Source: an optimization exercise on an open RTL-to-GDS flow (aim: a short achievable clock period and few clock cycles). Production flows keep margins and buffers that such runs may drop. Only simulation tests tie the RTL to the original design; equivalence was not proved. Power is estimated from default activity; no workload was simulated.

== build 17 ==
// five_stage_cpu
module five_stage_cpu (
    input  logic clk,
    input  logic rst,
    output logic [xlen-1:0] instr_addr,
    input  logic [xlen-1:0] instr_data,
    output logic retire_valid,
    output logic [reg_addr_width-1:0] retire_rd,
    output logic [xlen-1:0] retire_data
);
clock: 6.0 ns
lec_check: 0
cap_margin: 20
core_margin: 2
core_utilization: 30
place_density: 0.5
setup_slack_margin: 3.5
slew_margin: 20
standard.sh (not shown) runs the stock make flow with config.mk's settings and CLKGATE_MAP_FILE= SYNTH_SCRIPT=/design/flow/synth_recipe.tcl, a recipe that flattens the netlist after the stock synthesis.
==> flow/flow/run.sh <==
#!/bin/bash
# The standard layout (standard.sh) with three synthesis changes:
# - Yosys's full-adder extraction is off, so ABC maps the adders itself;
# - ABC maps with the delay-oriented script in flow/abc_speed.script
#   (a copy of ORFS's scripts folder is made here with it in place);
# - the slow complex cells (stacked 3- and 4-input gates, majority) are added
#   to the platform's don't-use list, so neither ABC nor the resizer uses them.
# Registers are inferred before ABC runs, so they are the standard synthesis's.
set -euo pipefail
base="sky130_fd_sc_hd__lpflow_bleeder_1 sky130_fd_sc_hd__lpflow_clkbufkapwr_1 sky130_fd_sc_hd__lpflow_clkbufkapwr_16 sky130_fd_sc_hd__lpflow_clkbufkapwr_2 sky130_fd_sc_hd__lpflow_clkbufkapwr_4 sky130_fd_sc_hd__lpflow_clkbufkapwr_8 sky130_fd_sc_hd__lpflow_clkinvkapwr_1 sky130_fd_sc_hd__lpflow_clkinvkapwr_16 sky130_fd_sc_hd__lpflow_clkinvkapwr_2 sky130_fd_sc_hd__lpflow_clkinvkapwr_4 sky130_fd_sc_hd__lpflow_clkinvkapwr_8 sky130_fd_sc_hd__lpflow_decapkapwr_12 sky130_fd_sc_hd__lpflow_decapkapwr_3 sky130_fd_sc_hd__lpflow_decapkapwr_4 sky130_fd_sc_hd__lpflow_decapkapwr_6 sky130_fd_sc_hd__lpflow_decapkapwr_8 sky130_fd_sc_hd__lpflow_inputiso0n_1 sky130_fd_sc_hd__lpflow_inputiso0p_1 sky130_fd_sc_hd__lpflow_inputiso1n_1 sky130_fd_sc_hd__lpflow_inputiso1p_1 sky130_fd_sc_hd__lpflow_inputisolatch_1 sky130_fd_sc_hd__lpflow_isobufsrc_1 sky130_fd_sc_hd__lpflow_isobufsrc_16 sky130_fd_sc_hd__lpflow_isobufsrc_2 sky130_fd_sc_hd__lpflow_isobufsrc_4 sky130_fd_sc_hd__lpflow_isobufsrc_8 sky130_fd_sc_hd__lpflow_isobufsrckapwr_16 sky130_fd_sc_hd__lpflow_lsbuf_lh_hl_isowell_tap_1 sky130_fd_sc_hd__lpflow_lsbuf_lh_hl_isowell_tap_2 sky130_fd_sc_hd__lpflow_lsbuf_lh_hl_isowell_tap_4 sky130_fd_sc_hd__lpflow_lsbuf_lh_isowell_4 sky130_fd_sc_hd__lpflow_lsbuf_lh_isowell_tap_1 sky130_fd_sc_hd__lpflow_lsbuf_lh_isowell_tap_2 sky130_fd_sc_hd__lpflow_lsbuf_lh_isowell_tap_4 sky130_fd_sc_hd__probe_p_8 sky130_fd_sc_hd__probec_p_8 "
slow="sky130_fd_sc_hd__a2111o_1 sky130_fd_sc_hd__a2111o_2 sky130_fd_sc_hd__a2111o_4 sky130_fd_sc_hd__a2111oi_0 sky130_fd_sc_hd__a2111oi_1 sky130_fd_sc_hd__a2111oi_2 sky130_fd_sc_hd__a2111oi_4 sky130_fd_sc_hd__a221o_1 sky130_fd_sc_hd__a221o_2 sky130_fd_sc_hd__a221o_4 sky130_fd_sc_hd__a221oi_1 sky130_fd_sc_hd__a221oi_2 sky130_fd_sc_hd__a221oi_4 sky130_fd_sc_hd__a222oi_1 sky130_fd_sc_hd__a311o_1 sky130_fd_sc_hd__a311o_2 sky130_fd_sc_hd__a311o_4 sky130_fd_sc_hd__a311oi_1 sky130_fd_sc_hd__a311oi_2 sky130_fd_sc_hd__a311oi_4 sky130_fd_sc_hd__a31o_1 sky130_fd_sc_hd__a31o_2 sky130_fd_sc_hd__a31o_4 sky130_fd_sc_hd__a31oi_1 sky130_fd_sc_hd__a31oi_2 sky130_fd_sc_hd__a31oi_4 sky130_fd_sc_hd__a32o_1 sky130_fd_sc_hd__a32o_2 sky130_fd_sc_hd__a32o_4 sky130_fd_sc_hd__a32oi_1 sky130_fd_sc_hd__a32oi_2 sky130_fd_sc_hd__a32oi_4 sky130_fd_sc_hd__a41o_1 sky130_fd_sc_hd__a41o_2 sky130_fd_sc_hd__a41o_4 sky130_fd_sc_hd__a41oi_1 sky130_fd_sc_hd__a41oi_2 sky130_fd_sc_hd__a41oi_4 sky130_fd_sc_hd__and4_1 sky130_fd_sc_hd__and4_2 sky130_fd_sc_hd__and4_4 sky130_fd_sc_hd__and4b_1 sky130_fd_sc_hd__and4b_2 sky130_fd_sc_hd__and4b_4 sky130_fd_sc_hd__and4bb_1 sky130_fd_sc_hd__and4bb_2 sky130_fd_sc_hd__and4bb_4 sky130_fd_sc_hd__maj3_1 sky130_fd_sc_hd__maj3_2 sky130_fd_sc_hd__maj3_4 sky130_fd_sc_hd__nand4_1 sky130_fd_sc_hd__nand4_2 sky130_fd_sc_hd__nand4_4 sky130_fd_sc_hd__nand4b_1 sky130_fd_sc_hd__nand4b_2 sky130_fd_sc_hd__nand4b_4 sky130_fd_sc_hd__nand4bb_1 sky130_fd_sc_hd__nand4bb_2 sky130_fd_sc_hd__nand4bb_4 sky130_fd_sc_hd__nor3_1 sky130_fd_sc_hd__nor3_2 sky130_fd_sc_hd__nor3_4 sky130_fd_sc_hd__nor3b_1 sky130_fd_sc_hd__nor3b_2 sky130_fd_sc_hd__nor3b_4 sky130_fd_sc_hd__nor4_1 sky130_fd_sc_hd__nor4_2 sky130_fd_sc_hd__nor4_4 sky130_fd_sc_hd__nor4b_1 sky130_fd_sc_hd__nor4b_2 sky130_fd_sc_hd__nor4b_4 sky130_fd_sc_hd__nor4bb_1 sky130_fd_sc_hd__nor4bb_2 sky130_fd_sc_hd__nor4bb_4 sky130_fd_sc_hd__o2111a_1 sky130_fd_sc_hd__o2111a_2 sky130_fd_sc_hd__o2111a_4 sky130_fd_sc_hd__o2111ai_1 sky130_fd_sc_hd__o2111ai_2 sky130_fd_sc_hd__o2111ai_4 sky130_fd_sc_hd__o221a_1 sky130_fd_sc_hd__o221a_2 sky130_fd_sc_hd__o221a_4 sky130_fd_sc_hd__o221ai_1 sky130_fd_sc_hd__o221ai_2 sky130_fd_sc_hd__o221ai_4 sky130_fd_sc_hd__o311a_1 sky130_fd_sc_hd__o311a_2 sky130_fd_sc_hd__o311a_4 sky130_fd_sc_hd__o311ai_0 sky130_fd_sc_hd__o311ai_1 sky130_fd_sc_hd__o311ai_2 sky130_fd_sc_hd__o311ai_4 sky130_fd_sc_hd__o31a_1 sky130_fd_sc_hd__o31a_2 sky130_fd_sc_hd__o31a_4 sky130_fd_sc_hd__o31ai_1 sky130_fd_sc_hd__o31ai_2 sky130_fd_sc_hd__o31ai_4 sky130_fd_sc_hd__o32a_1 sky130_fd_sc_hd__o32a_2 sky130_fd_sc_hd__o32a_4 sky130_fd_sc_hd__o32ai_1 sky130_fd_sc_hd__o32ai_2 sky130_fd_sc_hd__o32ai_4 sky130_fd_sc_hd__o41a_1 sky130_fd_sc_hd__o41a_2 sky130_fd_sc_hd__o41a_4 sky130_fd_sc_hd__o41ai_1 sky130_fd_sc_hd__o41ai_2 sky130_fd_sc_hd__o41ai_4 sky130_fd_sc_hd__or3_1 sky130_fd_sc_hd__or3_2 sky130_fd_sc_hd__or3_4 sky130_fd_sc_hd__or3b_1 sky130_fd_sc_hd__or3b_2 sky130_fd_sc_hd__or3b_4 sky130_fd_sc_hd__or4_1 sky130_fd_sc_hd__or4_2 sky130_fd_sc_hd__or4_4 sky130_fd_sc_hd__or4b_1 sky130_fd_sc_hd__or4b_2 sky130_fd_sc_hd__or4b_4 sky130_fd_sc_hd__or4bb_1 sky130_fd_sc_hd__or4bb_2 sky130_fd_sc_hd__or4bb_4 "
rm -rf scripts_mod
cp -r "$FLOW_HOME/scripts" scripts_mod
cp flow/abc_speed.script scripts_mod/abc_speed.script
bash standard.sh ADDER_MAP_FILE= SCRIPTS_DIR="$PWD/scripts_mod" "DONT_USE_CELLS=$base $slow" finish > flow.log 2>&1
Other scripts of this flow, unchanged in this note and not shown: flow/flow/abc_speed.script
Testbench counts of build 17, summed over its fixed seeds: cycles 16,169.
Relative to build 17, the following input files were edited for build 69:
- swapping 3.5 for 3.1 in SETUP_SLACK_MARGIN
- swapping 30 for 35 in CORE_UTILIZATION
- swapping 0.5 for 0.55 in PLACE_DENSITY
[summary]
The fraction of power spent switching nets of build 69 falls short of that of build 17 by 0.48 points. Comparing build 17 and build 69, the lower non-clock buffer count was measured on build 69. Build 17 was larger in final cell area than build 69.
Input-level comparison between build 82 and build 69:
- changing SETUP_SLACK_MARGIN from 3.1 to 3.6
==> comparison <==
Summary of build 82 over build 69: sequential share of layout area fell 3.4 points, count of clock-buffer cells in the layout rose 0.56%, power drawn by the combinational cells rose about 30%, total vias in the final route rose 4,000, met2 wire length about even.
Between build 69 and build 82, the post-detailed-route wirelength per cell is lower for build 82.
Looking only at post-layout instance count excluding filler cells, and setting everything else aside, the lower value of build 69 and build 82 goes to build 69.
Compared with build 69, wire length in build 82 increased slightly.
On final worst-path cycle share: between build 69 and build 82, it ends up lower for build 82.
Going from build 69 to build 82, area of placed instances closely matched the old numbers, count of plain and timing-repair buffers in the layout picked up an extra 498.

* * *

Setup of 01-16:
five_stage_cpu, a different RTL version from the one above (not shown whole).
Size in the first run: about 14000 cells after synthesis, ~3500 flip-flops.
Settings: LEC_CHECK=0, CAP_MARGIN=20, CORE_MARGIN=2, CORE_UTILIZATION=35, PLACE_DENSITY=0.55, SETUP_SLACK_MARGIN=3.8, SLEW_MARGIN=20; clock period 6.0 ns.
==> flow/flow/abc_speed.script <==
strash
dch -f
map -D 800
buffer -c
topo
stime -c
upsize -c
dnsize -c
Scripts as last shown in full above: flow/flow/run.sh
Testbench counts of 01-16, summed over its fixed seeds: cycles 16,113.
Edits applied to the flow inputs when going from 01-16 to 06-13:
Settings: SETUP_SLACK_MARGIN: 3.8 -> 3.5.
==> comparison <==
From 01-16 to 06-13 the numbers moved as follows: area added between synthesis and finish went down by 0.99 points, design area shows a reduction of about 0.8%, routed wire length has decreased, inverter count held.
Cmp 01-16 and 06-13 / static leakage / lower: 06-13
The worst stage delay on the critical path of 06-13 falls short of that of 01-16 by 0.13 ns.
Routed via count went down slightly going from 01-16 to 06-13.
Changes observed in 06-13 relative to 01-16: final design utilization -0.35 points, worst reg2reg path depth moved up, routed length on met2 held.

[port drivers added, routing unchanged]
Ports are ideal in the flow. The routed layouts listed here were re-timed in OpenROAD.
Step 1, drivers: a clkbuf_16 drives clk and a buf_2 each remaining input, both assumed.
Step 2 moves the port delays by t, midway between the first and last clock arrival at a register: inputs arrive t later, outputs are due t later. That takes back most of the time a late clock gives input paths.
Slacks: ideal ports / drivers / drivers and shift; pairs: ideal ports / drivers.
run	shift t [ns]	setup WS [ns]	slew at the worst register clock pin (ns)
build 17	1.107	2.682 / 2.682 / 1.993	0.07 / 0.07
build 69	1.081	2.457 / 2.457 / 1.952	0.07 / 0.07
build 82	1.086	2.744 / 2.744 / 1.836	0.07 / 0.07
01-16	1.084	2.893 / 2.893 / 2.537	0.07 / 0.07
06-13	1.067	2.962 / 2.962 / 2.517	0.07 / 0.07
After both steps every run listed still meets setup and hold. For build 82, which loses most, drivers alone change the setup slack by 0.000 ns; drivers and shift together by -0.908 ns.
